Background: an optimization exercise with open tools, aiming at small area, a short achievable clock period and few clock cycles per item. Do not read the settings as production practice. At most, simulation tests tie the RTL to the original design; equivalence was not proved. No functional check of the RTL was part of run 3. No activity file was given, so power comes from the tool's default toggle rates.

==> flow/design.v <==
package maxpool_pkg;
  localparam int DATA_WIDTH = 32;
  typedef logic signed [DATA_WIDTH-1:0] elem_t;   
  typedef logic [15:0] count_t;                    
  localparam int AXIL_ADDR_WIDTH = 6;
  localparam int AXIL_DATA_WIDTH = 32;
  typedef logic [AXIL_ADDR_WIDTH-1:0] axil_addr_t;
  typedef logic [AXIL_DATA_WIDTH-1:0] axil_data_t;
  localparam axil_addr_t ADDR_CTRL    = 6'h00;   
  localparam axil_addr_t ADDR_IER     = 6'h04;   
  localparam axil_addr_t ADDR_WINDOWS = 6'h10;   
  localparam int CTRL_START_BIT = 0;
  localparam int CTRL_DONE_BIT  = 1;
  localparam int CTRL_IDLE_BIT  = 2;
endpackage
`timescale 1ns/1ps
module maxpool_control_s_axi (
  input  logic                    ap_clk,
  input  logic                    areset,
  input  logic                    awvalid,
  output logic                    awready,
  input  maxpool_pkg::axil_addr_t awaddr,
  input  logic                    wvalid,
  output logic                    wready,
  input  maxpool_pkg::axil_data_t wdata,
  input  logic [3:0]              wstrb,
  output logic                    bvalid,
  input  logic                    bready,
  output logic [1:0]              bresp,
  input  logic                    arvalid,
  output logic                    arready,
  input  maxpool_pkg::axil_addr_t araddr,
  output logic                    rvalid,
  input  logic                    rready,
  output maxpool_pkg::axil_data_t rdata,
  output logic [1:0]              rresp,
  input  logic                    job_done,     
  output logic                    job_start,    
  output maxpool_pkg::count_t     job_windows,
  output logic                    interrupt
);
  logic       wr_idle;      
  logic       rd_idle;      
  logic       wr_hs;        
  logic       ar_hs;
  logic       busy;         
  logic       done;         
  logic       ier;
  logic       ier_nxt;
  logic       done_nxt;
  logic [15:0] rd_data;     
  assign awready = wr_idle;
  assign wready  = wr_idle;
  assign bresp   = 2'b00;
  assign wr_hs   = wr_idle && awvalid && wvalid;
  always_ff @(posedge ap_clk) begin
    if (areset) begin
      wr_idle <= 1'b1;
      bvalid  <= 1'b0;
    end else if (wr_hs) begin
      wr_idle <= 1'b0;
      bvalid  <= 1'b1;
    end else if (bvalid && bready) begin
      wr_idle <= 1'b1;
      bvalid  <= 1'b0;
    end
  end
  always_ff @(posedge ap_clk) begin
    if (areset) begin
      job_windows <= '0;
    end else if (wr_hs && awaddr == maxpool_pkg::ADDR_WINDOWS) begin
      if (wstrb[0]) job_windows[7:0]  <= wdata[7:0];
      if (wstrb[1]) job_windows[15:8] <= wdata[15:8];
    end
  end
  assign ier_nxt  = (wr_hs && awaddr == maxpool_pkg::ADDR_IER && wstrb[0]) ? wdata[0] : ier;
  assign done_nxt = job_done || (done && !(ar_hs && araddr == maxpool_pkg::ADDR_CTRL));
  always_ff @(posedge ap_clk) begin
    if (areset) begin
      ier       <= 1'b0;
      done      <= 1'b0;
      busy      <= 1'b0;
      job_start <= 1'b0;
      interrupt <= 1'b0;
    end else begin
      ier       <= ier_nxt;
      done      <= done_nxt;
      interrupt <= ier_nxt && done_nxt;
      job_start <= wr_hs && awaddr == maxpool_pkg::ADDR_CTRL && wstrb[0] &&
                   wdata[maxpool_pkg::CTRL_START_BIT] && !busy;
      if (job_done) busy <= 1'b0;
      else if (job_start) busy <= 1'b1;
    end
  end
  assign arready = rd_idle;
  assign rresp   = 2'b00;
  assign ar_hs   = rd_idle && arvalid;
  always_ff @(posedge ap_clk) begin
    if (areset) begin
      rd_idle <= 1'b1;
      rvalid  <= 1'b0;
    end else if (ar_hs) begin
      rd_idle <= 1'b0;
      rvalid  <= 1'b1;
    end else if (rvalid && rready) begin
      rd_idle <= 1'b1;
      rvalid  <= 1'b0;
    end
  end
  always_ff @(posedge ap_clk) begin
    if (ar_hs) begin
      case (araddr)
        maxpool_pkg::ADDR_CTRL:    rd_data <= {13'b0, !busy && !job_start, done, busy || job_start};
        maxpool_pkg::ADDR_IER:     rd_data <= {15'b0, ier};
        maxpool_pkg::ADDR_WINDOWS: rd_data <= job_windows;
        default:                   rd_data <= '0;
      endcase
    end
  end
  assign rdata = {16'b0, rd_data};
endmodule
`timescale 1ns/1ps
module maxpool_window (
  input  logic                ap_clk,
  input  logic                areset,
  input  logic                job_start,
  input  maxpool_pkg::count_t job_windows,
  input  logic                in_tvalid,
  output logic                in_tready,
  input  maxpool_pkg::elem_t  in_tdata,
  output logic                pool_tvalid,
  input  logic                pool_tready,    
  input  logic                pool_room_nxt,  
  output maxpool_pkg::elem_t  pool_tdata,
  output logic                job_done
);
  logic [17:0]        rem;         
  logic [17:0]        rem_nxt;
  logic               in_hs;
  logic               first;       
  logic               last_win;    
  logic               last_job;    
  logic               more_nxt;    
  logic               first_nxt;   
  logic               done_win;    
  logic               fold;        
  logic               wr_en;       
  logic               res_nxt;
  logic               done_nxt;
  maxpool_pkg::elem_t last;        
  maxpool_pkg::elem_t prev;        
  logic               sel;         
  logic               last_first;  
  logic               last_gt_l;   
  logic               last_gt_p;   
  logic               sel_old;     
  logic               gt_last;     
  logic               gt_prev;     
  maxpool_gt u_gt_last (.a(in_tdata), .b(last), .gt(gt_last));
  maxpool_gt u_gt_prev (.a(in_tdata), .b(prev), .gt(gt_prev));
  assign in_hs    = in_tvalid && in_tready;
  assign first    = (rem[1:0] == 2'd0);
  assign last_win = (rem[1:0] == 2'd1);
  assign last_job = (rem == 18'd1);
  assign job_done = (in_hs && last_job) || (job_start && job_windows == '0);
  assign sel        = last_first || (sel_old ? last_gt_l : last_gt_p);
  assign pool_tdata = prev;
  assign wr_en      = pool_tvalid && pool_tready;
  assign fold       = done_win && (!pool_tvalid || pool_tready);
  assign res_nxt    = fold || (pool_tvalid && !pool_tready);
  assign done_nxt   = (in_hs && last_win) || (done_win && !fold);
  always_comb begin
    rem_nxt = rem;
    if (job_start) rem_nxt = {job_windows, 2'b00};
    else if (in_hs) rem_nxt = rem - 18'd1;
  end
  assign more_nxt  = job_start ? (job_windows != '0) : in_hs ? !last_job : (rem != '0);
  assign first_nxt = job_start || (in_hs ? last_win : first);
  always_ff @(posedge ap_clk) begin
    if (areset) begin
      rem         <= '0;
      done_win    <= 1'b0;
      pool_tvalid <= 1'b0;
      in_tready   <= 1'b0;
    end else begin
      rem         <= rem_nxt;
      done_win    <= done_nxt;
      pool_tvalid <= res_nxt;
      in_tready   <= more_nxt && !(res_nxt && !pool_room_nxt && (done_nxt || !first_nxt));
    end
  end
  always_ff @(posedge ap_clk) begin
    if (in_hs) last <= in_tdata;
    if (sel && (fold || (in_hs && !first))) prev <= last;
    if (in_hs) begin
      sel_old    <= sel;
      last_first <= first;
      last_gt_l  <= gt_last;
      last_gt_p  <= gt_prev;
    end
  end
endmodule
module maxpool_gt (
  input  maxpool_pkg::elem_t a,
  input  maxpool_pkg::elem_t b,
  output logic               gt
);
  logic [31:0] a_u, b_u;
  logic [31:0] g0, e0;
  logic [15:0] g1, e1;
  logic [7:0]  g2, e2;
  logic [3:0]  g3, e3;
  logic [1:0]  g4, e4;
  assign a_u = {~a[31], a[30:0]};
  assign b_u = {~b[31], b[30:0]};
  assign g0  = a_u & ~b_u;
  assign e0  = ~(a_u ^ b_u);
  for (genvar i = 0; i < 16; i++) begin : g_l1
    assign g1[i] = g0[2*i+1] | (e0[2*i+1] & g0[2*i]);
    assign e1[i] = e0[2*i+1] & e0[2*i];
  end
  for (genvar i = 0; i < 8; i++) begin : g_l2
    assign g2[i] = g1[2*i+1] | (e1[2*i+1] & g1[2*i]);
    assign e2[i] = e1[2*i+1] & e1[2*i];
  end
  for (genvar i = 0; i < 4; i++) begin : g_l3
    assign g3[i] = g2[2*i+1] | (e2[2*i+1] & g2[2*i]);
    assign e3[i] = e2[2*i+1] & e2[2*i];
  end
  for (genvar i = 0; i < 2; i++) begin : g_l4
    assign g4[i] = g3[2*i+1] | (e3[2*i+1] & g3[2*i]);
    assign e4[i] = e3[2*i+1] & e3[2*i];
  end
  assign gt = g4[1] | (e4[1] & g4[0]);
endmodule
`timescale 1ns/1ps
module maxpool_out_fifo #(
  parameter int FIFO_DEPTH = 16
) (
  input  logic               ap_clk,
  input  logic               areset,
  input  logic               pool_tvalid,
  output logic               pool_tready,    
  output logic               pool_room_nxt,  
  input  maxpool_pkg::elem_t pool_tdata,
  output logic               out_tvalid,
  input  logic               out_tready,
  output maxpool_pkg::elem_t out_tdata
);
  localparam int RING  = FIFO_DEPTH - 2;
  localparam int POS_W = $clog2(RING);
  localparam int CNT_W = $clog2(RING + 1);
  localparam logic [POS_W-1:0] LAST = POS_W'(RING - 1);
  maxpool_pkg::elem_t ring [RING];
  logic [CNT_W-1:0]   count;       
  logic [POS_W-1:0]   new_pos;     
  logic [POS_W-1:0]   old_pos;     
  logic [POS_W-1:0]   new_pos_inc;
  logic [POS_W-1:0]   old_pos_inc;
  logic               empty;
  logic               wr_en;
  logic               head_free;
  logic               take_ring;   
  assign empty       = (count == '0);
  assign pool_tready = empty || (count != CNT_W'(RING) && new_pos == '0);
  assign pool_room_nxt = empty ||
                         (wr_en && count < CNT_W'(RING - 1)) ||
                         (!wr_en && new_pos == LAST && count != CNT_W'(RING));
  assign wr_en       = pool_tvalid && pool_tready;
  assign head_free   = !out_tvalid || out_tready;
  assign take_ring   = head_free && !empty && (old_pos == '0);
  assign new_pos_inc = (new_pos == LAST) ? {POS_W{1'b0}} : new_pos + 1'b1;
  assign old_pos_inc = (old_pos == LAST) ? {POS_W{1'b0}} : old_pos + 1'b1;
  always_ff @(posedge ap_clk) begin
    if (areset) begin
      count      <= '0;
      new_pos    <= '0;
      old_pos    <= '0;
      out_tvalid <= 1'b0;
    end else begin
      case ({wr_en, take_ring})
        2'b10:   count <= count + 1'b1;
        2'b01:   count <= count - 1'b1;
        default: count <= count;
      endcase
      new_pos <= wr_en ? {POS_W{1'b0}} : new_pos_inc;
      if (wr_en && (empty || (count == CNT_W'(1) && take_ring))) old_pos <= '0;
      else if (!take_ring) old_pos <= old_pos_inc;
      out_tvalid <= take_ring || (out_tvalid && !out_tready);
    end
  end
  always_ff @(posedge ap_clk) begin
    ring[0] <= wr_en ? pool_tdata : ring[RING-1];
    for (int i = 1; i < RING; i++) ring[i] <= ring[i-1];
    if (head_free) out_tdata <= ring[0];
  end
endmodule
`timescale 1ns/1ps
module krnl_maxpool #(
  parameter int FIFO_DEPTH = 16    
) (
  input  logic                    ap_clk,
  input  logic                    areset,
  input  logic                    s_axi_control_awvalid,
  output logic                    s_axi_control_awready,
  input  maxpool_pkg::axil_addr_t s_axi_control_awaddr,
  input  logic                    s_axi_control_wvalid,
  output logic                    s_axi_control_wready,
  input  maxpool_pkg::axil_data_t s_axi_control_wdata,
  input  logic [3:0]              s_axi_control_wstrb,
  output logic                    s_axi_control_bvalid,
  input  logic                    s_axi_control_bready,
  output logic [1:0]              s_axi_control_bresp,
  input  logic                    s_axi_control_arvalid,
  output logic                    s_axi_control_arready,
  input  maxpool_pkg::axil_addr_t s_axi_control_araddr,
  output logic                    s_axi_control_rvalid,
  input  logic                    s_axi_control_rready,
  output maxpool_pkg::axil_data_t s_axi_control_rdata,
  output logic [1:0]              s_axi_control_rresp,
  output logic                    interrupt,
  input  logic                    in_tvalid,
  output logic                    in_tready,
  input  maxpool_pkg::elem_t      in_tdata,
  output logic                    out_tvalid,
  input  logic                    out_tready,
  output maxpool_pkg::elem_t      out_tdata
);
  logic                job_start;
  logic                job_done;
  maxpool_pkg::count_t job_windows;
  logic                pool_tvalid;
  logic                pool_tready;
  logic                pool_room_nxt;
  maxpool_pkg::elem_t  pool_tdata;
  maxpool_control_s_axi u_control (
    .ap_clk      (ap_clk),
    .areset      (areset),
    .awvalid     (s_axi_control_awvalid),
    .awready     (s_axi_control_awready),
    .awaddr      (s_axi_control_awaddr),
    .wvalid      (s_axi_control_wvalid),
    .wready      (s_axi_control_wready),
    .wdata       (s_axi_control_wdata),
    .wstrb       (s_axi_control_wstrb),
    .bvalid      (s_axi_control_bvalid),
    .bready      (s_axi_control_bready),
    .bresp       (s_axi_control_bresp),
    .arvalid     (s_axi_control_arvalid),
    .arready     (s_axi_control_arready),
    .araddr      (s_axi_control_araddr),
    .rvalid      (s_axi_control_rvalid),
    .rready      (s_axi_control_rready),
    .rdata       (s_axi_control_rdata),
    .rresp       (s_axi_control_rresp),
    .job_done    (job_done),
    .job_start   (job_start),
    .job_windows (job_windows),
    .interrupt   (interrupt)
  );
  maxpool_window u_window (
    .ap_clk        (ap_clk),
    .areset        (areset),
    .job_start     (job_start),
    .job_windows   (job_windows),
    .in_tvalid     (in_tvalid),
    .in_tready     (in_tready),
    .in_tdata      (in_tdata),
    .pool_tvalid   (pool_tvalid),
    .pool_tready   (pool_tready),
    .pool_room_nxt (pool_room_nxt),
    .pool_tdata    (pool_tdata),
    .job_done      (job_done)
  );
  maxpool_out_fifo #(
    .FIFO_DEPTH (FIFO_DEPTH)
  ) u_out_fifo (
    .ap_clk        (ap_clk),
    .areset        (areset),
    .pool_tvalid   (pool_tvalid),
    .pool_tready   (pool_tready),
    .pool_room_nxt (pool_room_nxt),
    .pool_tdata    (pool_tdata),
    .out_tvalid    (out_tvalid),
    .out_tready    (out_tready),
    .out_tdata     (out_tdata)
  );
endmodule
==> flow/flow/run.sh <==
#!/bin/bash
# The standard layout, with the port buffers made from buf_2 cells instead of
# the default delay buffers. Make's full output goes to standard_flow.log.
set -euo pipefail
export BUFFER_PORTS_ARGS="-buffer_cell sky130_fd_sc_hd__buf_2"
bash standard.sh > standard_flow.log 2>&1
==> flow/standard.sh <==
#!/bin/bash
# synth_recipe.tcl (not shown) runs the flow's synth.tcl, then flattens the netlist and writes it again
# the make line also repeats each setting of config.mk as NAME=value (left out here)
make -C /OpenROAD-flow-scripts/flow DESIGN_CONFIG=/design/flow/config.mk WORK_HOME=/design/flow/orfs CLKGATE_MAP_FILE= SYNTH_SCRIPT=/design/flow/synth_recipe.tcl "${@:-finish}"
==> flow/config.mk <==
export PLATFORM = sky130hd
export DESIGN_NAME = krnl_maxpool
export DESIGN_NICKNAME = krnl_maxpool
export VERILOG_FILES = /design/flow/design.v
export SDC_FILE = /design/flow/constraint.sdc
export NUM_CORES = 4
export LEC_CHECK = 0
export CAP_MARGIN = 20
export CORE_MARGIN = 2
export CORE_UTILIZATION = 40
export CTS_CLUSTER_DIAMETER = 100
export CTS_CLUSTER_SIZE = 28
export SETUP_SLACK_MARGIN = 1.8
export SLEW_MARGIN = 20
==> flow/constraint.sdc <==
create_clock -name core_clock -period 3.8 [get_ports {ap_clk}]
set_input_delay 0.7600 -clock core_clock [delete_from_list [all_inputs] [get_ports {ap_clk}]]
set_output_delay 0.7600 -clock core_clock [all_outputs]
set_load 0.01 [all_outputs]
==> flow_metrics.env, run 1 <==
export IMPL_status="timing/DRC/antenna clean"
export IMPL_fp_row_count=76
export IMPL_cp_cell_sequence="inv_1, ha_4, nor4bb_4, a22oi_2, buf_4, ha_4, or3_1, a21oi_1"
export IMPL_drtIter0Drc=400
export IMPL_dpl_cell_area_um2=18900
export IMPL_antenna_left=0
export IMPL_finalCritPeriodShare_pct=51.14
export IMPL_pwr_density_cell_nw_per_um2=630.5
export IMPL_r2r_slack_ns=1.86
export IMPL_cp_common_cell="ha_4"
export IMPL_dp_hpwl_um=18560
export IMPL_cts_sinks=623
export IMPL_crit_path_start_kind="flip-flop"
export IMPL_reg2reg_from="u_out_fifo.new_pos[0]"
export IMPL_synth_seq_cells=623
export IMPL_ir_worst_vdd_uv=371.0
export IMPL_setup_violations=0
export IMPL_r2r_end="u_out_fifo.count[2]"
export IMPL_yosys_warnings=4
export IMPL_instances_no_fill=1969
export IMPL_reg2reg_depth=8
export IMPL_core_um2=43080
export IMPL_slew_headroom_pct=33.17
export IMPL_syn_area_um2=17460
export IMPL_cp_data_arrival_time_ns=2.45
export IMPL_seq_area_um2=13640
export IMPL_nNetsFinal=1522
export IMPL_layout_commonest_cell="dfxtp_1"
export IMPL_synth_area_top_cells="dfxtp_1, edfxtp_1, ha_1"
export IMPL_switching_share_pct=24.54
export IMPL_vias=8535
export IMPL_grt_pass1_wl_um=45840
export IMPL_drc=0
export IMPL_finish_instance_area_um2=19990
export IMPL_worstSetupPathType="flip-flop to flip-flop"
export IMPL_dr_pass1_iters=4
export IMPL_dieArea_um2=45350
export IMPL_multi_input_area_um2=3692
export IMPL_io_buffers=126
export IMPL_grt_max_degree=54
export IMPL_wirelength_um=28860
export IMPL_num_fill_cells=3826
export IMPL_postLayoutCoreUtil_pct=46.40
export IMPL_drive_gt1_share_pct=17.67
export IMPL_crit_family="simple AND/OR/NAND/NOR gates"
export IMPL_syn_to_final_growth_pct=14.46
export IMPL_grt_setup_unrepaired="yes"
export IMPL_hold_viol=0
export IMPL_synth_ff_type="dfxtp_1"
export IMPL_tns_ns=0
export IMPL_seq_power_share_pct=61.4
export IMPL_worstPathRequired_ns=4.30
export IMPL_synth_edff_count=116
export IMPL_wl_per_cell_um=14.66
export IMPL_crit_fanout=6
export IMPL_gp_congestion=0.7740
export IMPL_worstHoldEndpoint="u_out_fifo.ring[5][29]"
export IMPL_avgSynthCellArea_um2=14.44
export IMPL_min_period_ns=1.943
export IMPL_place_inst=1903
export IMPL_clock_path_buffers=3
export IMPL_die_width_um=212.9
export IMPL_cts_hold_buf=0
export IMPL_die_y_um=212.9
export IMPL_maxCapViolCount=0
export IMPL_io_pins=165
export IMPL_met1_usage_pct=17.27
export IMPL_tightestPinTransition_ns=1.002
export IMPL_grt_pass1_vias=8742
export IMPL_cp_startpoint="u_out_fifo.new_pos[0]"
export IMPL_max_freq_mhz=514.6
export IMPL_synthCells=1209
export IMPL_switching_power_w=0.003092
export IMPL_worstHoldStart="u_out_fifo.ring[4][29]"
export IMPL_cts_buffers=26
export IMPL_ys_seq_area_share_pct=78.07
export IMPL_critPathBufInv=2
export IMPL_skew_ns=0.02197
export IMPL_min_path_cells=0
export IMPL_antenna_found_initial=8
export IMPL_use_met2_pct=20.99
export IMPL_h_tree_depth=1
export IMPL_comb_power_share_pct=12.8
export IMPL_start_util_pct=40.54
export IMPL_critPathCaptureType="flip-flop"
export IMPL_grt_usage_pct=12.90
export IMPL_grtUsageMet3_pct=2.912
export IMPL_cpMaxStageDelayCell="dfxtp_2"
export IMPL_yosysTopAreaCellShare_pct=58.12
export IMPL_intPower_w=0.009511
export IMPL_top_usage_layer="met2"
export IMPL_grt_overflow_total=0
export IMPL_ys_async_sr_fraction_pct=0
export IMPL_p_clk_share_pct=25.8
export IMPL_p_leak_nw=8.270
export IMPL_synth_top_cell_by_area="dfxtp_1"
export IMPL_cts_tree="built"
export IMPL_hold_class="flip-flop to flip-flop"
export IMPL_crit_path_max_incr_delay_ns=0.36
export IMPL_clkTransAtPathRegs_ns=0.11
export IMPL_clk_insertion_delay_late_ns=0.59
export IMPL_drv_slew=0
export IMPL_cts_root_buf="clkbuf_16"
export IMPL_p_total_w=0.01260
export IMPL_layout_common_cells="dfxtp_1, buf_2, edfxtp_1"
export IMPL_routed_via_density=4.335
export IMPL_yosysUniqueCellTypes=65
through the flow:
stage / hold WS [ns] / worst slack, ns
floorplan: 0.3096 / 1.709
finish: 0.3194 / 1.857
global placement: 0.3112 / 1.142
global route: 0.3162 / 1.738
detailed placement: 0.3121 / 1.122
CTS: 0.3006 / 1.800
per-layer routing:
layer,vias up,share of wire [%]
li1,4347,-
met1,3995,47
met3,52,4.7
met4,8,2.5
met2,133,46
met5,-,0.16
timing repair:
item / CTS / global route
setup buffers: 10 / 4
gates cloned: 2 / 0
endpoints found under the setup margin: 60 / 48
resized for setup: 23 / 24
pin swaps: 5 / 9
cell type report:
cell class | instances | share of cell area [%]
inverters | 80 | 1.584
diodes | 3 | 0.03756
clock inverters | 3 | 0.2066
clock buffers | 44 | 3.593
well taps | 585 | 3.662
repair buffers | 146 | 4.194
flip-flops and latches | 623 | 68.25
multi-input cells | 485 | 18.47
registers in the layout (all words and copies together) (netlist names), 4 cells and up:
signal,count
u_out_fifo.ring,448
u_out_fifo.old_pos,4
u_window.prev,32
u_window.last,32
u_control.job_windows,16
u_window.rem,18
u_out_fifo.new_pos,4
u_out_fifo.out_tdata,32
u_out_fifo.count,4
u_control.rd_data,16
cell families (layout without fill, tap and decap cells):
group,after synthesis,in the layout,synth area share [%]
buf+inv,121,273,3.074
other cells,1,23,0.02147
xor+xnor,18,18,0.9028
simple gates,217,218,6.599
mux,23,23,1.333
fa+ha+maj,72,72,5.144
compound gates,134,134,4.858
flops,623,623,78.07
power by group through the flow:
stage / Clock (W) / Combinational [W] / Sequential, W
floorplan: 0 / 0.000958 / 0.00787
global placement: 0 / 0.00142 / 0.00787
detailed placement: 0 / 0.00144 / 0.00789
CTS: 0.00338 / 0.00158 / 0.00775
global route: 0.00361 / 0.00180 / 0.00782
finish: 0.00325 / 0.00161 / 0.00774
worst max-delay path by stage:
| stage | end | slack, ns | cells after the start |
|---|---|---|---|
| floorplan | u_out_fifo.count[2] | 1.71 | 5 |
| global placement | u_window.last_gt_p | 1.14 | 7 |
| detailed placement | u_window.last_gt_p | 1.12 | 7 |
| CTS | out_tdata[22] | 1.80 | 1 |
| global route | u_out_fifo.count[3] | 1.74 | 10 |
| finish | u_out_fifo.count[2] | 1.86 | 8 |
cell usage after synthesis (3+ instances only):
| cell type | number |
|---|---|
| xor2_1 | 8 |
| nand4b_1 | 5 |
| a21oi_1 | 36 |
| buf_2 | 3 |
| nor2_1 | 60 |
| and2_1 | 15 |
| mux2i_1 | 21 |
| nand2b_1 | 4 |
| or3_1 | 4 |
| buf_4 | 21 |
| nor3_1 | 11 |
| and4_1 | 3 |
| nand3_1 | 13 |
| nand2_1 | 54 |
| nand4_1 | 13 |
| and3_1 | 3 |
| o31ai_1 | 4 |
| ha_1 | 71 |
| a2111oi_0 | 3 |
| buf_1 | 3 |
| o21ai_0 | 41 |
| inv_1 | 79 |
| nor3b_2 | 4 |
| a211oi_1 | 15 |
| nor4_1 | 6 |
| nor2b_1 | 7 |
| o21a_1 | 4 |
| edfxtp_1 | 116 |
| clkbuf_1 | 14 |
| a21o_1 | 10 |
| dfxtp_1 | 507 |
| xnor2_1 | 10 |
Testbench counts, summed over its fixed seeds: cycles 8,372, items 2,035.
==> run 2: changes to the inputs <==
--- a/flow/config.mk
+++ b/flow/config.mk
@@ -10,4 +10,5 @@
 export CORE_UTILIZATION = 40
-export CTS_CLUSTER_DIAMETER = 100
-export CTS_CLUSTER_SIZE = 28
+export CTS_BUF_LIST = sky130_fd_sc_hd__clkbuf_8
+export CTS_CLUSTER_DIAMETER = 70
+export CTS_CLUSTER_SIZE = 18
 export SETUP_SLACK_MARGIN = 1.8
==> flow_metrics.env, run 2 <==
export IMPL_max_freq_mhz=510.1
export IMPL_hold_class="input pin to flip-flop"
export IMPL_ys_seq_area_share_pct=78.07
export IMPL_tns_ns=0
export IMPL_maxCapViolCount=0
export IMPL_io_pins=165
export IMPL_antenna_left=0
export IMPL_synth_area_top_cells="dfxtp_1, edfxtp_1, ha_1"
export IMPL_setup_violations=0
export IMPL_finalCritPeriodShare_pct=51.59
export IMPL_tightestPinTransition_ns=1.026
export IMPL_cts_buffers=41
export IMPL_cts_root_buf="clkbuf_8"
export IMPL_routed_via_density=4.324
export IMPL_dr_pass1_iters=4
export IMPL_synth_top_cell_by_area="dfxtp_1"
export IMPL_start_util_pct=40.54
export IMPL_clock_path_buffers=3
export IMPL_cp_num_cells=1
export IMPL_slew_headroom_pct=31.59
export IMPL_worstPathRequired_ns=3.04
export IMPL_core_um2=43080
export IMPL_yosysMostFrequentCell="dfxtp_1"
export IMPL_crit_fanout=1
export IMPL_instances_no_fill=1996
export IMPL_switching_power_w=0.003132
export IMPL_synth_seq_cells=623
export IMPL_pwr_density_cell_nw_per_um2=622.0
export IMPL_synth_ff_type="dfxtp_1"
export IMPL_grt_overflow_total=0
export IMPL_vias=8631
export IMPL_cts_tree="built"
export IMPL_antenna_found_initial=8
export IMPL_layout_commonest_cell="dfxtp_1"
export IMPL_largest_register="u_out_fifo.ring"
export IMPL_die_y_um=212.9
export IMPL_yosysTopAreaCellShare_pct=58.12
export IMPL_clk_insertion_delay_late_ns=0.62
export IMPL_syn_area_um2=17460
export IMPL_p_total_w=0.01244
export IMPL_wirelength_um=29370
export IMPL_cts_sinks=623
export IMPL_drc=0
export IMPL_min_path_cells=2
export IMPL_drv_slew=0
export IMPL_largest_reg_flops=448
export IMPL_synth_edff_count=116
export IMPL_yosys_warnings=4
export IMPL_yosys_top_cells_count="dfxtp_1, edfxtp_1, inv_1"
export IMPL_p_leak_nw=8.382
export IMPL_grt_setup_unrepaired="yes"
export IMPL_seq_area_um2=13640
export IMPL_ys_async_sr_fraction_pct=0
export IMPL_min_period_ns=1.960
export IMPL_status="timing/DRC/antenna clean"
export IMPL_crit_family="flip-flops"
export IMPL_grt_pass1_wl_um=46120
export IMPL_ir_worst_vdd_uv=295.4
export IMPL_skew_ns=0.03097
export IMPL_grt_pass1_vias=8898
export IMPL_grt_max_degree=54
export IMPL_dieArea_um2=45350
export IMPL_reg2reg_depth=7
export IMPL_intPower_w=0.009310
export IMPL_worst_slack_ns=1.840
export IMPL_syn_to_final_growth_pct=14.56
export IMPL_switching_share_pct=25.17
export IMPL_critPathCaptureType="output port"
export IMPL_die_width_um=212.9
export IMPL_yosysUniqueCellTypes=65
export IMPL_cp_data_arrival_time_ns=1.20
export IMPL_dp_hpwl_um=18560
export IMPL_finish_instance_area_um2=20010
export IMPL_drive_gt1_share_pct=18.81
export IMPL_cpMaxStageDelayCell="edfxtp_1"
export IMPL_fp_row_count=76
export IMPL_pre_cts_slack_ns=1.122
export IMPL_worstSetupPathType="flip-flop to output port"
export IMPL_multi_input_area_um2=3680
export IMPL_wl_per_cell_um=14.72
export IMPL_avgSynthCellArea_um2=14.44
export IMPL_critPathBufInv=1
export IMPL_h_tree_depth=2
export IMPL_clkTransAtPathRegs_ns=0.11
export IMPL_drtIter0Drc=384
export IMPL_nNetsFinal=1540
export IMPL_seq_power_share_pct=62.2
export IMPL_crit_path_max_incr_delay_ns=0.43
export IMPL_dpl_cell_area_um2=18900
export IMPL_io_buffers=126
export IMPL_place_inst=1903
export IMPL_hold_viol=0
export IMPL_grt_usage_pct=13.12
export IMPL_comb_power_share_pct=13.2
export IMPL_synthCells=1209
export IMPL_crit_path_start_kind="flip-flop"
export IMPL_cts_hold_buf=0
export IMPL_num_fill_cells=3859
export IMPL_p_clk_share_pct=24.6
export IMPL_gp_congestion=0.7740
export IMPL_cp_cell_sequence="buf_2"
export IMPL_layout_common_cells="dfxtp_1, buf_2, edfxtp_1"
run 2: metrics by stage:
| stage | util [%] | hold WS, ns |
|---|---|---|
| 3_5_place_dp | 43.87 | 0.3121 |
| 6_report | 46.44 | 0.3162 |
| 2_1_floorplan | - | 0.3096 |
| 4_1_cts | 46.07 | 0.2514 |
| 5_1_grt | 46.44 | 0.2692 |
| 3_3_place_gp | 43.87 | 0.3112 |
run 2: cells by family (layout without fill, tap and decap cells):
logic type / Yosys count / after routing / share of synthesized area [%]
other: 1 / 22 / 0.02147
DFF: 623 / 623 / 78.07
buffers and inverters: 121 / 301 / 3.074
xor gates and xnor gates: 18 / 18 / 0.9028
muxes: 23 / 23 / 1.333
AOI/OAI and AO/OA: 134 / 134 / 4.858
adders and majority gates: 72 / 72 / 5.144
and+or+nand+nor: 217 / 218 / 6.599
run 2: worst paths after layout:
kind / startpoint / endpoint / slack, ns
min reg2reg: u_out_fifo.ring[12][20] / u_out_fifo.ring[13][20] / 0.32
min: s_axi_control_awaddr[4] / u_control.job_start / 0.32
max reg2reg: u_window.last[2] / u_window.last_gt_l / 1.85
max: u_out_fifo.out_tdata[22] / out_tdata[22] / 1.84
run 2: metal layers:
metal  track usage (%)  share of wire, %
met5                 0              0.18
met4             4.148               2.6
met3             4.001               5.4
met2             20.99                45
met1             17.04                47
run 2: timing repair:
action,in CTS,in global routing
setup buffers,11,6
cloned,1,1
setup endpoints to repair,68,60
resized for setup,25,17
pin swaps,5,10
run 2: area by class of cell:
class	count	share of cell area, %
Sequential cell	623	68.19
Multi-Input combinational cell	485	18.39
Timing Repair Buffer	149	4.453
Tap cell	585	3.659
Clock buffer	44	3.027
Inverter	80	1.632
Clock inverter	28	0.6192
Antenna cell	2	0.02502
run 2: power by group through the flow:
| stage | clock, W | sequential, W | combinational, W |
|---|---|---|---|
| after floorplan | 0 | 0.00787 | 0.000958 |
| after global placement | 0 | 0.00787 | 0.00142 |
| after detailed placement | 0 | 0.00789 | 0.00144 |
| after CTS | 0.00321 | 0.00775 | 0.00160 |
| after global routing | 0.00345 | 0.00782 | 0.00183 |
| final | 0.00306 | 0.00774 | 0.00164 |
==> run 3: changes to the inputs <==
--- a/flow/design.v
+++ b/flow/design.v
@@ -50,3 +50,4 @@
   logic       done_nxt;
-  logic [15:0] rd_data;     
+  logic [2:0] rd_lo;        
+  logic       rd_win;       
   assign awready = wr_idle;
@@ -111,7 +112,8 @@
     if (ar_hs) begin
+      rd_win <= (araddr == maxpool_pkg::ADDR_WINDOWS);
       case (araddr)
-        maxpool_pkg::ADDR_CTRL:    rd_data <= {13'b0, !busy && !job_start, done, busy || job_start};
-        maxpool_pkg::ADDR_IER:     rd_data <= {15'b0, ier};
-        maxpool_pkg::ADDR_WINDOWS: rd_data <= job_windows;
-        default:                   rd_data <= '0;
+        maxpool_pkg::ADDR_CTRL:    rd_lo <= {!busy && !job_start, done, busy || job_start};
+        maxpool_pkg::ADDR_IER:     rd_lo <= {2'b00, ier};
+        maxpool_pkg::ADDR_WINDOWS: rd_lo <= job_windows[2:0];
+        default:                   rd_lo <= 3'b000;
       endcase
@@ -119,3 +121,3 @@
   end
-  assign rdata = {16'b0, rd_data};
+  assign rdata = {16'b0, job_windows[15:3] & {13{rd_win}}, rd_lo};
 endmodule
@@ -142,9 +144,4 @@
   logic               last_job;    
-  logic               more_nxt;    
-  logic               first_nxt;   
-  logic               done_win;    
-  logic               fold;        
-  logic               wr_en;       
-  logic               res_nxt;
-  logic               done_nxt;
+  logic               full_nxt;
+  logic               hold_nxt;
   maxpool_pkg::elem_t last;        
@@ -152,10 +149,6 @@
   logic               sel;         
-  logic               last_first;  
-  logic               last_gt_l;   
-  logic               last_gt_p;   
-  logic               sel_old;     
   logic               gt_last;     
   logic               gt_prev;     
-  maxpool_gt u_gt_last (.a(in_tdata), .b(last), .gt(gt_last));
-  maxpool_gt u_gt_prev (.a(in_tdata), .b(prev), .gt(gt_prev));
+  assign gt_last = $signed(in_tdata) > $signed(last);
+  assign gt_prev = $signed(in_tdata) > $signed(prev);
   assign in_hs    = in_tvalid && in_tready;
@@ -165,8 +158,3 @@
   assign job_done = (in_hs && last_job) || (job_start && job_windows == '0);
-  assign sel        = last_first || (sel_old ? last_gt_l : last_gt_p);
-  assign pool_tdata = prev;
-  assign wr_en      = pool_tvalid && pool_tready;
-  assign fold       = done_win && (!pool_tvalid || pool_tready);
-  assign res_nxt    = fold || (pool_tvalid && !pool_tready);
-  assign done_nxt   = (in_hs && last_win) || (done_win && !fold);
+  assign pool_tdata = sel ? last : prev;
   always_comb begin
@@ -176,4 +164,4 @@
   end
-  assign more_nxt  = job_start ? (job_windows != '0) : in_hs ? !last_job : (rem != '0);
-  assign first_nxt = job_start || (in_hs ? last_win : first);
+  assign full_nxt = (in_hs && last_win) || (pool_tvalid && !pool_tready);
+  assign hold_nxt = full_nxt && !pool_room_nxt;
   always_ff @(posedge ap_clk) begin
@@ -181,3 +169,2 @@
       rem         <= '0;
-      done_win    <= 1'b0;
       pool_tvalid <= 1'b0;
@@ -186,5 +173,4 @@
       rem         <= rem_nxt;
-      done_win    <= done_nxt;
-      pool_tvalid <= res_nxt;
-      in_tready   <= more_nxt && !(res_nxt && !pool_room_nxt && (done_nxt || !first_nxt));
+      pool_tvalid <= full_nxt;
+      in_tready   <= (rem_nxt != '0) && !(rem_nxt[1:0] == 2'd0 && hold_nxt);
     end
@@ -192,9 +178,6 @@
   always_ff @(posedge ap_clk) begin
-    if (in_hs) last <= in_tdata;
-    if (sel && (fold || (in_hs && !first))) prev <= last;
     if (in_hs) begin
-      sel_old    <= sel;
-      last_first <= first;
-      last_gt_l  <= gt_last;
-      last_gt_p  <= gt_prev;
+      last <= in_tdata;
+      prev <= sel ? last : prev;
+      sel  <= first || (sel ? gt_last : gt_prev);
     end
@@ -202,35 +185,2 @@
 endmodule
-module maxpool_gt (
-  input  maxpool_pkg::elem_t a,
-  input  maxpool_pkg::elem_t b,
-  output logic               gt
-);
-  logic [31:0] a_u, b_u;
-  logic [31:0] g0, e0;
-  logic [15:0] g1, e1;
-  logic [7:0]  g2, e2;
-  logic [3:0]  g3, e3;
-  logic [1:0]  g4, e4;
-  assign a_u = {~a[31], a[30:0]};
-  assign b_u = {~b[31], b[30:0]};
-  assign g0  = a_u & ~b_u;
-  assign e0  = ~(a_u ^ b_u);
-  for (genvar i = 0; i < 16; i++) begin : g_l1
-    assign g1[i] = g0[2*i+1] | (e0[2*i+1] & g0[2*i]);
-    assign e1[i] = e0[2*i+1] & e0[2*i];
-  end
-  for (genvar i = 0; i < 8; i++) begin : g_l2
-    assign g2[i] = g1[2*i+1] | (e1[2*i+1] & g1[2*i]);
-    assign e2[i] = e1[2*i+1] & e1[2*i];
-  end
-  for (genvar i = 0; i < 4; i++) begin : g_l3
-    assign g3[i] = g2[2*i+1] | (e2[2*i+1] & g2[2*i]);
-    assign e3[i] = e2[2*i+1] & e2[2*i];
-  end
-  for (genvar i = 0; i < 2; i++) begin : g_l4
-    assign g4[i] = g3[2*i+1] | (e3[2*i+1] & g3[2*i]);
-    assign e4[i] = e3[2*i+1] & e3[2*i];
-  end
-  assign gt = g4[1] | (e4[1] & g4[0]);
-endmodule
 `timescale 1ns/1ps
==> flow/flow/run.sh (replaced) <==
#!/bin/bash
# The standard layout, with the port buffers made from buf_4 cells instead of
# the default delay buffers. Make's full output goes to standard_flow.log.
set -euo pipefail
export BUFFER_PORTS_ARGS="-buffer_cell sky130_fd_sc_hd__buf_4"
bash standard.sh > standard_flow.log 2>&1
--- a/flow/config.mk
+++ b/flow/config.mk
@@ -10,6 +10,3 @@
 export CORE_UTILIZATION = 40
-export CTS_BUF_LIST = sky130_fd_sc_hd__clkbuf_8
-export CTS_CLUSTER_DIAMETER = 70
-export CTS_CLUSTER_SIZE = 18
-export SETUP_SLACK_MARGIN = 1.8
+export SETUP_SLACK_MARGIN = 1.5
 export SLEW_MARGIN = 20
==> flow_metrics.env, run 3 <==
export IMPL_status="timing/DRC/antenna clean"
export IMPL_yosys_top_cells_count="dfxtp_1, edfxtp_1, inv_1"
export IMPL_max_freq_mhz=409.0
export IMPL_yosys_warnings=4
export IMPL_crit_path_max_incr_delay_ns=0.53
export IMPL_tns_ns=0
export IMPL_ys_seq_area_share_pct=75.58
export IMPL_gp_congestion=0.7803
export IMPL_skew_ns=0.02565
export IMPL_cp_cell_sequence="inv_1, ha_4, nand4_1, or2_4, a21oi_2, or4b_4, a21oi_2, mux2i_1, or4_1"
export IMPL_h_tree_depth=2
export IMPL_ir_worst_vdd_uv=430.7
export IMPL_hold_viol=0
export IMPL_worstSetupPathType="flip-flop to flip-flop"
export IMPL_synth_edff_count=101
export IMPL_io_pins=165
export IMPL_synth_area_top_cells="dfxtp_1, edfxtp_1, ha_1"
export IMPL_dieArea_um2=45220
export IMPL_cp_data_arrival_time_ns=2.79
export IMPL_io_buffers=126
export IMPL_antenna_cells=0
export IMPL_vias=9006
export IMPL_routed_via_density=4.355
export IMPL_min_period_ns=2.445
export IMPL_grt_max_degree=69
export IMPL_p_leak_nw=9.029
export IMPL_finalCritPeriodShare_pct=64.34
export IMPL_syn_to_final_growth_pct=22.65
export IMPL_pwr_density_cell_nw_per_um2=665.4
export IMPL_clock_path_buffers=3
export IMPL_core_um2=42980
export IMPL_cts_tree="built"
export IMPL_die_width_um=212.7
export IMPL_worstPathRequired_ns=4.14
export IMPL_layout_commonest_cell="dfxtp_1"
export IMPL_drive_gt1_share_pct=22.05
export IMPL_hold_class="flip-flop to flip-flop"
export IMPL_syn_area_um2=17420
export IMPL_maxCapViolCount=0
export IMPL_start_util_pct=40.52
export IMPL_grt_usage_pct=13.51
export IMPL_grt_pass1_wl_um=47680
export IMPL_r2r_slack_ns=1.35
export IMPL_seq_area_um2=13170
export IMPL_multi_input_area_um2=4105
export IMPL_largest_register="u_out_fifo.ring"
export IMPL_avgSynthCellArea_um2=13.84
export IMPL_p_total_w=0.01421
export IMPL_cpMaxStageDelayCell="or4b_4"
export IMPL_dp_hpwl_um=19350
export IMPL_synth_ff_type="dfxtp_1"
export IMPL_synthCells=1258
export IMPL_drc=0
export IMPL_cp_common_cell="a21oi_2"
export IMPL_wirelength_um=29820
export IMPL_fp_row_count=76
export IMPL_clkTransAtPathRegs_ns=0.06
export IMPL_wl_per_cell_um=14.42
export IMPL_cts_root_buf="clkbuf_16"
export IMPL_cts_sinks=607
export IMPL_setup_violations=0
export IMPL_critPathBufInv=1
export IMPL_clk_insertion_delay_late_ns=0.61
export IMPL_synth_top_cell_by_area="dfxtp_1"
export IMPL_drv_slew=0
export IMPL_largest_reg_flops=448
export IMPL_die_y_um=212.7
export IMPL_antenna_found_initial=2
export IMPL_critPathCaptureType="flip-flop"
export IMPL_yosysUniqueCellTypes=65
export IMPL_grt_pass1_vias=9225
export IMPL_antenna_left=0
export IMPL_crit_fanout=3
export IMPL_finish_instance_area_um2=21360
export IMPL_dr_pass1_iters=5
export IMPL_yosysMostFrequentCell="dfxtp_1"
export IMPL_tightestPinTransition_ns=0.9191
export IMPL_layout_common_cells="dfxtp_1, buf_4, edfxtp_1"
export IMPL_synth_seq_cells=607
export IMPL_drtIter0Drc=402
export IMPL_cts_buffers=57
export IMPL_cts_hold_buf=0
export IMPL_nNetsFinal=1600
export IMPL_grt_overflow_total=0
export IMPL_crit_family="simple AND/OR/NAND/NOR gates"
export IMPL_slew_headroom_pct=38.73
export IMPL_dpl_cell_area_um2=19130
export IMPL_ys_async_sr_fraction_pct=0
export IMPL_yosysTopAreaCellShare_pct=58.17
export IMPL_crit_path_start_kind="flip-flop"
export IMPL_grt_setup_unrepaired="yes"
export IMPL_num_fill_cells=3775
-- run 3: changes by cell type after synthesis, sizes merged, moves of 9 or more --
cell / delta
o21ai: +9
edfxtp: -15
mux2: +31
nand2: +12
a211oi: -14
a21oi: +13
-- run 3: cells by family after synthesis --
logic type,count (synthesis),share of synthesized area (%)
DFF,607,75.58
AOI/OAI and AO/OA,131,4.440
adders and majority gates,74,5.316
and+or+nand+nor,241,6.854
buffers and inverters,126,3.204
muxes,59,3.628
other,1,0.02153
xor gates and xnor gates,19,0.9555
-- run 3: worst register-to-register path, stage by stage (launching register included) --
cell      delay [ns]
edfxtp_1        0.39
inv_1           0.10
ha_4            0.20
nand4_1         0.14
or2_4           0.17
a21oi_2         0.03
or4b_4          0.53
a21oi_2         0.15
mux2i_1         0.08
or4_1           0.38
-- run 3: cell type report --
class | instances | share of cell area, %
Inverter | 81 | 1.447
Multi-Input combinational cell | 544 | 19.22
Sequential cell | 607 | 61.65
Timing Repair Buffer | 146 | 5.155
Tap cell | 585 | 3.427
Clock inverter | 19 | 0.8963
Clock buffer | 86 | 8.207
-- run 3: stage by stage --
step | hold WS (ns) | utilization [%] | std cells | worst slack, ns
after floorplan | 0.3096 | - | 1277 | 1.185
final | 0.3096 | 49.69 | 2068 | 1.355
after CTS | 0.3013 | 49.19 | 2057 | 1.323
after global placement | 0.3098 | 44.50 | 1950 | 0.7964
after detailed placement | 0.3121 | 44.50 | 1950 | 0.7047
after global routing | 0.3100 | 49.69 | 2068 | 1.256
-- run 3: repair_timing --
action | CTS | global route
pin swaps | 5 | 9
endpoints found under the hold margin | 0 | 0
resized for setup | 13 | 30
endpoints found under the setup margin | 33 | 29
setup buffers | 2 | 11
-- run 3: final timing paths --
| check | to | cells past startpoint | startpoint |
|---|---|---|---|
| max | u_window.sel | 9 | u_window.last[13] |
| min | u_out_fifo.ring[9][31] | 0 | u_out_fifo.ring[8][31] |
| max reg2reg | u_window.sel | 9 | u_window.last[13] |
| min reg2reg | u_out_fifo.ring[9][31] | 0 | u_out_fifo.ring[8][31] |
-- run 3: where the power goes --
group,total [W],switching [W],leakage (nW),internal (W)
logic,0.00129,0.000691,2.95,0.000596
clock network,0.00565,0.00237,0.950,0.00328
registers,0.00728,0.000208,5.13,0.00707
total,0.0142,0.00327,9.03,0.0109
-- run 3: routing by layer --
metal	wire, um	GRT usage [%]	vias to the layer above
met3	1447	3.501	54
met2	13200	20.79	153
met1	14450	18.27	4222
met4	701	5.305	4
met5	19	0	-
li1	-	-	4573

port drivers added, routing unchanged:
No port has a modelled driver above. Below, the same layouts with a new extraction and two added sets of constraints.
Step 1: set_driving_cell puts a clkbuf_16 on ap_clk and a buf_2 on each other input, an assumption about the parent block.
Step 2 also shifts input and output timing later by t, the mid clock arrival at the registers, as if the neighbouring blocks saw the same clock.
Slacks: no drivers / after step 1 / after step 2; pairs: no drivers / after step 1.
run	t, ns	slack for setup (ns)	worst register clock-pin slew, ns	cell pins on the clock port's net
run 1	0.632	1.857 / 1.816 / 1.330	0.12 / 0.12	1
run 2	0.653	1.840 / 1.792 / 1.344	0.11 / 0.11	1
run 3	0.643	1.355 / 1.355 / 0.851	0.06 / 0.06	1
After both steps every run listed still meets setup and hold. The setup slack of run 1, which loses most, moves by -0.041 ns with the drivers and by -0.527 ns with both steps.
